What follows belongs to an exercise in optimizing a design on an open flow for small area; a production flow would make more cautious choices. RTL that was checked went through simulation tests only; none was proved equivalent to the original. Power figures rest on the tool's default switching activity, not on a simulated workload.

==> exp/ember: inputs <==
==> flow/design.v (excerpt) <==
module imem_loader #(
    parameter int          DEPTH_WORDS = 64,
    parameter logic [31:0] NOP_WORD    = 32'h00000013
) (
    input  logic         clk,
    input  logic         rst,
    input  logic         load_start,
    input  logic [6:0]   load_words,
    input  logic         byte_valid,
    input  logic [7:0]   byte_data,
    output logic         byte_ready,
    input  logic [7:0]   pc,
    output logic [31:0]  instruction,
    output logic         core_rst,
    output logic         load_done,
    output logic         load_err,
    output logic [6:0]   words_loaded
);
    localparam int NR = 16;   
    localparam int RL = 4;    
    localparam int NS = NR * RL + 1;   
    logic        st_load;
    logic        st_run;
    logic [1:0]  bcnt;
    logic [23:0] wbuf;
    logic [5:0]  tgt_m1;      
    logic [6:0]  wcnt;
    logic        done_q;
    logic        err_q;
    logic [31:0] pend;
    logic [5:0]  pidx;
    logic        pv;
    logic [2:0]  rot;
    logic [31:0] ring [NR][RL];
    logic legal, accept, wr_en, last_word, ins_now;
    assign legal     = (load_words != 7'd0) && (load_words <= 7'd64);
    assign accept    = byte_valid && st_load && !load_start;
    assign wr_en     = accept && (bcnt == 2'd3);
    assign last_word = (wcnt[5:0] == tgt_m1);
    assign ins_now   = pv && (rot[1:0] == ~pidx[1:0]);
    assign byte_ready   = st_load;
    assign core_rst     = !st_run;
    assign load_done    = done_q;
    assign load_err     = err_q;
  ...
==> module imem_loader, before the edit <==
module imem_loader #(
    parameter int          DEPTH_WORDS = 64,
    parameter logic [31:0] NOP_WORD    = 32'h00000013
) (
    input  logic         clk,
    input  logic         rst,
    input  logic         load_start,
    input  logic [6:0]   load_words,
    input  logic         byte_valid,
    input  logic [7:0]   byte_data,
    output logic         byte_ready,
    input  logic [7:0]   pc,
    output logic [31:0]  instruction,
    output logic         core_rst,
    output logic         load_done,
    output logic         load_err,
    output logic [6:0]   words_loaded
);
    localparam int NR = 16;   
    localparam int RL = 4;    
    localparam int NS = NR * RL + 1;   
    logic        st_load;
    logic        st_run;
    logic [1:0]  bcnt;
    logic [23:0] wbuf;
    logic [5:0]  tgt_m1;      
    logic [6:0]  wcnt;
    logic        done_q;
    logic        err_q;
    logic [31:0] pend;
    logic [5:0]  pidx;
    logic        pv;
    logic [2:0]  rot;
    logic [31:0] ring [NR][RL];
    logic legal, accept, wr_en, last_word, ins_now;
    assign legal     = (load_words != 7'd0) && (load_words <= 7'd64);
    assign accept    = byte_valid && st_load && !load_start;
    assign wr_en     = accept && (bcnt == 2'd3);
    assign last_word = (wcnt[5:0] == tgt_m1);
    assign ins_now   = pv && (rot[1:0] == ~pidx[1:0]);
    assign byte_ready   = st_load;
    assign core_rst     = !st_run;
    assign load_done    = done_q;
    assign load_err     = err_q;
    assign words_loaded = wcnt;
    always_ff @(posedge clk or negedge rst) begin
        if (!rst) begin
            st_load <= 1'b0;
            st_run  <= 1'b0;
            wcnt    <= 7'd0;
            done_q  <= 1'b0;
            err_q   <= 1'b0;
        end else begin
            done_q <= 1'b0;
            err_q  <= 1'b0;
            if (load_start) begin
                if (legal) begin
                    st_load <= 1'b1;
                    st_run  <= 1'b0;
                    wcnt    <= 7'd0;
                end else begin
                    err_q <= 1'b1;
                end
            end else if (wr_en) begin
                wcnt <= wcnt + 7'd1;
                if (last_word) begin
                    st_load <= 1'b0;
                    st_run  <= 1'b1;
                    done_q  <= 1'b1;
                end
            end
        end
    end
    always_ff @(posedge clk) begin
        if (load_start && legal) begin
            tgt_m1 <= 6'(load_words - 7'd1);
            bcnt   <= 2'd0;
        end else if (accept) begin
            bcnt <= bcnt + 2'd1;
            if (bcnt != 2'd3)
                wbuf[{bcnt, 3'b000} +: 8] <= byte_data;
        end
    end
    always_ff @(posedge clk) begin
        if (wr_en) begin
            pend <= {byte_data, wbuf};
            pidx <= wcnt[5:0];
            pv   <= 1'b1;
        end else if (ins_now) begin
            pv <= 1'b0;
        end
    end
    always_ff @(posedge clk)
        rot <= rot + 3'd1;
    logic [31:0] ins_data;
    logic [NR-1:0] ins, ins_n;
    logic [31:0] ring_in [NR];
    assign ins_data = pend ^ {32{rot[2]}};
    for (genvar g = 0; g < NR; g++) begin : g_ins
        assign ins[g]   = ins_now && (pidx[5:2] == 4'(g));
        assign ins_n[g] = !ins[g];
        for (genvar b = 0; b < 32; b++) begin : g_b
            oai22 u_ins (.a1(ins_data[b]), .a2(ins_n[g]), .b1(ring[g][RL-1][b]), .b2(ins[g]),
                         .y(ring_in[g][b]));
        end
    end
    always_ff @(posedge clk) begin
        for (int g = 0; g < NR; g++) begin
            ring[g][0] <= ring_in[g];
            for (int i = 1; i < RL; i++)
                ring[g][i] <= ring[g][i-1];
        end
    end
    logic [5:0]    ridx;
    logic          byp, ra, pol;
    logic [NR-1:0] row;
    logic [RL-1:0] col;
    logic [3:0]    pol_of;    
    logic [NS-1:0] sel;
    logic [31:0]   src [NS];
    assign ridx = pc[7:2];
    assign byp  = pv && (pidx == ridx);
    assign ra   = !st_load && !byp;
    always_comb begin
        for (int j = 0; j < RL; j++) begin
            pol_of[j] = 1'(({1'b0, 2'(j)} + rot) >> 2);
            col[j]    = (ridx[1:0] == 2'(2'(j) - rot[1:0]));
        end
        for (int g = 0; g < NR; g++)
            row[g] = ra && (ridx[5:2] == 4'(g));
        pol = ra && pol_of[ridx[1:0]];
        for (int g = 0; g < NR; g++)
            for (int i = 0; i < RL; i++) begin
                sel[g*RL+i] = row[g] && col[i];
                src[g*RL+i] = ring[g][i];
            end
        sel[NS-1] = !st_load && byp;
        src[NS-1] = pend;
    end
    localparam int N1 = (NS + 2) / 3;    
    localparam int N2 = (N1 + 3) / 4;    
    for (genvar b = 0; b < 32; b++) begin : g_rd
        logic [N1-1:0] t;
        logic [N2-1:0] u;
        for (genvar k = 0; k < N1; k++) begin : g_a
            localparam int J0 = 3 * k;
            localparam int J1 = (3 * k + 1 < NS) ? 3 * k + 1 : J0;
            localparam int J2 = (3 * k + 2 < NS) ? 3 * k + 2 : J0;
            aoi222 u_aoi (.a0(sel[J0]), .b0(src[J0][b]),
                          .a1(sel[J1]), .b1(src[J1][b]),
                          .a2(sel[J2]), .b2(src[J2][b]), .y(t[k]));
        end
        for (genvar k = 0; k < N2; k++) begin : g_n
            localparam int K0 = 4 * k;
            localparam int K1 = (4 * k + 1 < N1) ? 4 * k + 1 : K0;
            localparam int K2 = (4 * k + 2 < N1) ? 4 * k + 2 : K0;
            localparam int K3 = (4 * k + 3 < N1) ? 4 * k + 3 : K0;
            nand4 u_nand (.a(t[K0]), .b(t[K1]), .c(t[K2]), .d(t[K3]), .y(u[k]));
        end
        assign instruction[b] = ((|u) ^ pol) | (st_load && NOP_WORD[b]);
    end
endmodule
==> module oai22, before the edit <==
module oai22 (
    input  logic a1,
    input  logic a2,
    input  logic b1,
    input  logic b2,
    output logic y
);
    assign y = !((a1 | a2) & (b1 | b2));
endmodule
==> module aoi222, before the edit <==
module aoi222 (
    input  logic a0,
    input  logic b0,
    input  logic a1,
    input  logic b1,
    input  logic a2,
    input  logic b2,
    output logic y
);
    assign y = !((a0 & b0) | (a1 & b1) | (a2 & b2));
endmodule
==> module nand4, before the edit <==
module nand4 (
    input  logic a,
    input  logic b,
    input  logic c,
    input  logic d,
    output logic y
);
    assign y = !(a & b & c & d);
endmodule
make LEC_CHECK=0 CAP_MARGIN=20 CORE_MARGIN=2 CORE_UTILIZATION=60 CTS_CLUSTER_DIAMETER=100 CTS_CLUSTER_SIZE=30 SLEW_MARGIN=20 SYNTH_HIERARCHICAL=1 SYNTH_MINIMUM_KEEP_SIZE=0 finish   # period 8.0 ns
run.sh (not shown) runs the stock make flow with config.mk's settings and CLKGATE_MAP_FILE= SYNTH_SCRIPT=/design/flow/synth_recipe.tcl, a recipe that flattens the netlist after the stock synthesis.
==> inputs of exp/xenon, as changes to exp/ember <==
==> flow/design.v (replaced) <==
module imem_loader #(
    parameter int          DEPTH_WORDS = 64,
    parameter logic [31:0] NOP_WORD    = 32'h00000013
) (
    input  logic         clk,
    input  logic         rst,
    input  logic         load_start,
    input  logic [6:0]   load_words,
    input  logic         byte_valid,
    input  logic [7:0]   byte_data,
    output logic         byte_ready,
    input  logic [7:0]   pc,
    output logic [31:0]  instruction,
    output logic         core_rst,
    output logic         load_done,
    output logic         load_err,
    output logic [6:0]   words_loaded
);
    localparam int NR = 16;   
    localparam int RL = 4;    
    logic        st_load;
    logic        st_run;
    logic [1:0]  bcnt;
    logic [23:0] wbuf;
    logic [5:0]  tgt_m1;      
    logic [6:0]  wcnt;
    logic        done_q;
    logic        err_q;
    logic [31:0] pend;
    logic [5:0]  pidx;
    logic        pv;
    logic [1:0]  rot;
    logic [31:0] ring [NR][RL];
    logic legal, accept, wr_en, last_word, ins_now;
    assign legal     = (load_words != 7'd0) && (load_words <= 7'd64);
    assign accept    = byte_valid && st_load && !load_start;
    assign wr_en     = accept && (bcnt == 2'd3);
    assign last_word = (wcnt[5:0] == tgt_m1);
    assign ins_now   = pv && (rot == ~pidx[1:0]);
    assign byte_ready   = st_load;
    assign core_rst     = !st_run;
    assign load_done    = done_q;
    assign load_err     = err_q;
    assign words_loaded = wcnt;
    always_ff @(posedge clk or negedge rst) begin
        if (!rst) begin
            st_load <= 1'b0;
            st_run  <= 1'b0;
            wcnt    <= 7'd0;
            done_q  <= 1'b0;
            err_q   <= 1'b0;
        end else begin
            done_q <= 1'b0;
            err_q  <= 1'b0;
            if (load_start) begin
                if (legal) begin
                    st_load <= 1'b1;
                    st_run  <= 1'b0;
                    wcnt    <= 7'd0;
                end else begin
                    err_q <= 1'b1;
                end
            end else if (wr_en) begin
                wcnt <= wcnt + 7'd1;
                if (last_word) begin
                    st_load <= 1'b0;
                    st_run  <= 1'b1;
                    done_q  <= 1'b1;
                end
            end
        end
    end
    always_ff @(posedge clk) begin
        if (load_start && legal) begin
            tgt_m1 <= 6'(load_words - 7'd1);
            bcnt   <= 2'd0;
        end else if (accept) begin
            bcnt <= bcnt + 2'd1;
            if (bcnt != 2'd3)
                wbuf[{bcnt, 3'b000} +: 8] <= byte_data;
        end
    end
    always_ff @(posedge clk) begin
        if (wr_en) begin
            pend <= {byte_data, wbuf};
            pidx <= wcnt[5:0];
            pv   <= 1'b1;
        end else if (ins_now) begin
            pv <= 1'b0;
        end
    end
    always_ff @(posedge clk)
        rot <= rot + 2'd1;
    always_ff @(posedge clk) begin
        for (int g = 0; g < NR; g++) begin
            if (ins_now && pidx[5:2] == 4'(g))
                ring[g][0] <= pend;
            else
                ring[g][0] <= ring[g][RL-1];
            for (int i = 1; i < RL; i++)
                ring[g][i] <= ring[g][i-1];
        end
    end
    logic [5:0]  ridx;
    logic [1:0]  rpos;
    logic        byp;
    logic [NR*RL-1:0] sel;
    logic [31:0] rd;
    assign ridx = pc[7:2];
    assign rpos = ridx[1:0] + rot;
    assign byp  = pv && (pidx == ridx);
    always_comb begin
        for (int g = 0; g < NR; g++)
            for (int i = 0; i < RL; i++)
                sel[g*RL+i] = !st_load && !byp && (ridx[5:2] == 4'(g)) && (rpos == 2'(i));
        rd = {32{!st_load && byp}} & pend;
        for (int g = 0; g < NR; g++)
            for (int i = 0; i < RL; i++)
                rd = rd | ({32{sel[g*RL+i]}} & ring[g][i]);
        instruction = rd | ({32{st_load}} & NOP_WORD);
    end
endmodule
- CORE_UTILIZATION: 60 -> 40
- CTS_CLUSTER_DIAMETER: 100 -> not set
- CTS_CLUSTER_SIZE: 30 -> not set
- SYNTH_HIERARCHICAL: 1 -> not set
- SYNTH_MINIMUM_KEEP_SIZE: 0 -> not set
==> results.txt <==
exp/ember completed, yet does not pass: negative setup slack. exp/xenon finished clean.
Sequential share of layout area: exp/ember is higher than exp/xenon (12 points).
Design area: exp/xenon is higher than exp/ember (21%).
Between exp/ember and exp/xenon, the lower first-iteration DRC count is in exp/ember (gap about 7%, measured against exp/xenon).
In sequential power, exp/xenon and exp/ember hardly differ.
Against exp/ember, the hold slack of exp/xenon is higher by 0.016 ns.
In exp/xenon the die area is higher than in exp/ember, by 68%.
Of exp/xenon and exp/ember, exp/xenon has the higher synthesized cell count (gap about 26%, measured against exp/ember).
Non-clock buffer count: exp/ember is lower than exp/xenon (153).
Between exp/xenon and exp/ember, the lower sequential cell count is in exp/xenon (gap 1).
Of exp/xenon and exp/ember, exp/xenon has the higher total power (gap about 32%, measured against exp/ember).
==> figures <==
quantity	exp/ember	exp/xenon
Diodes inserted	1	17
Vias in the first global route	38,100	47,600
Result of the run	complete, but fails checks	no timing/DRC/antenna violations
Violated checks	negative setup slack	-
Share of the final layout cell area in multi-input gates	23.1%	26.4%
Antenna violations before repair	12	24
Worst VDD drop	0.000236 V	0.000244 V
Transition time at the pin with the least slew margin	1.21 ns	1.31 ns
Total core area	95,200 µm²	161,000 µm²
Internal power	13.1 mW	17.0 mW
Total power	16.6 mW	21.9 mW
Post-route worst setup slack	-0.0361 ns	0.264 ns
Layout filler cell count	6,904	14,100
Area Growth Syn to Fin	11.6%	19.6%
Endpoint of the most critical register-to-register path	ring[16][29]	ring[0][24]
Largest stage delay on the critical path	0.81 ns	1.02 ns
Cell count after placement	5,500	7,268
Syn Std Cell Area	57,700 µm²	65,000 µm²
Adder and majority gate portion of the synthesized area	0.174%	0.135%
Post-Synth XOR/XNOR Area	1.32%	0.418%
Detailed route wirelength on metal2	79,100 µm	117,000 µm
Net switching component of the power	3.50 mW	4.89 mW
Area of the multi-input gates	14,900 µm²	20,600 µm²
The RTL of exp/ember was laid out without a check of its function.

==> afterwards: timing with drivers on the ports <==
The flow's constraints put no driver on any port. The routed layouts listed below were extracted and timed again, unchanged, in two steps. Step 1: set_driving_cell puts a clkbuf_16 on clk and a buf_2 on each other input, an assumption about the parent block. Step 2 also shifts input and output timing later by t, the mid clock arrival at the registers, as if the neighbouring blocks saw the same clock. a / b / c = no drivers / after step 1 / after step 2; a / b = the first two.
run	shift t [ns]	slack for setup (ns)	worst hold slack (ns)	worst slew at a driven data input, ns	cell pins on the clock port's net
exp/ember	0.760	-0.036 / -0.061 / -0.061	0.315 / 0.315 / 0.315	0.04	1
exp/xenon	0.934	0.264 / 0.242 / 0.242	0.331 / 0.331 / 0.331	0.03	1
The setup slack of exp/ember, which loses most, moves by -0.025 ns with the drivers and by -0.025 ns with both steps.
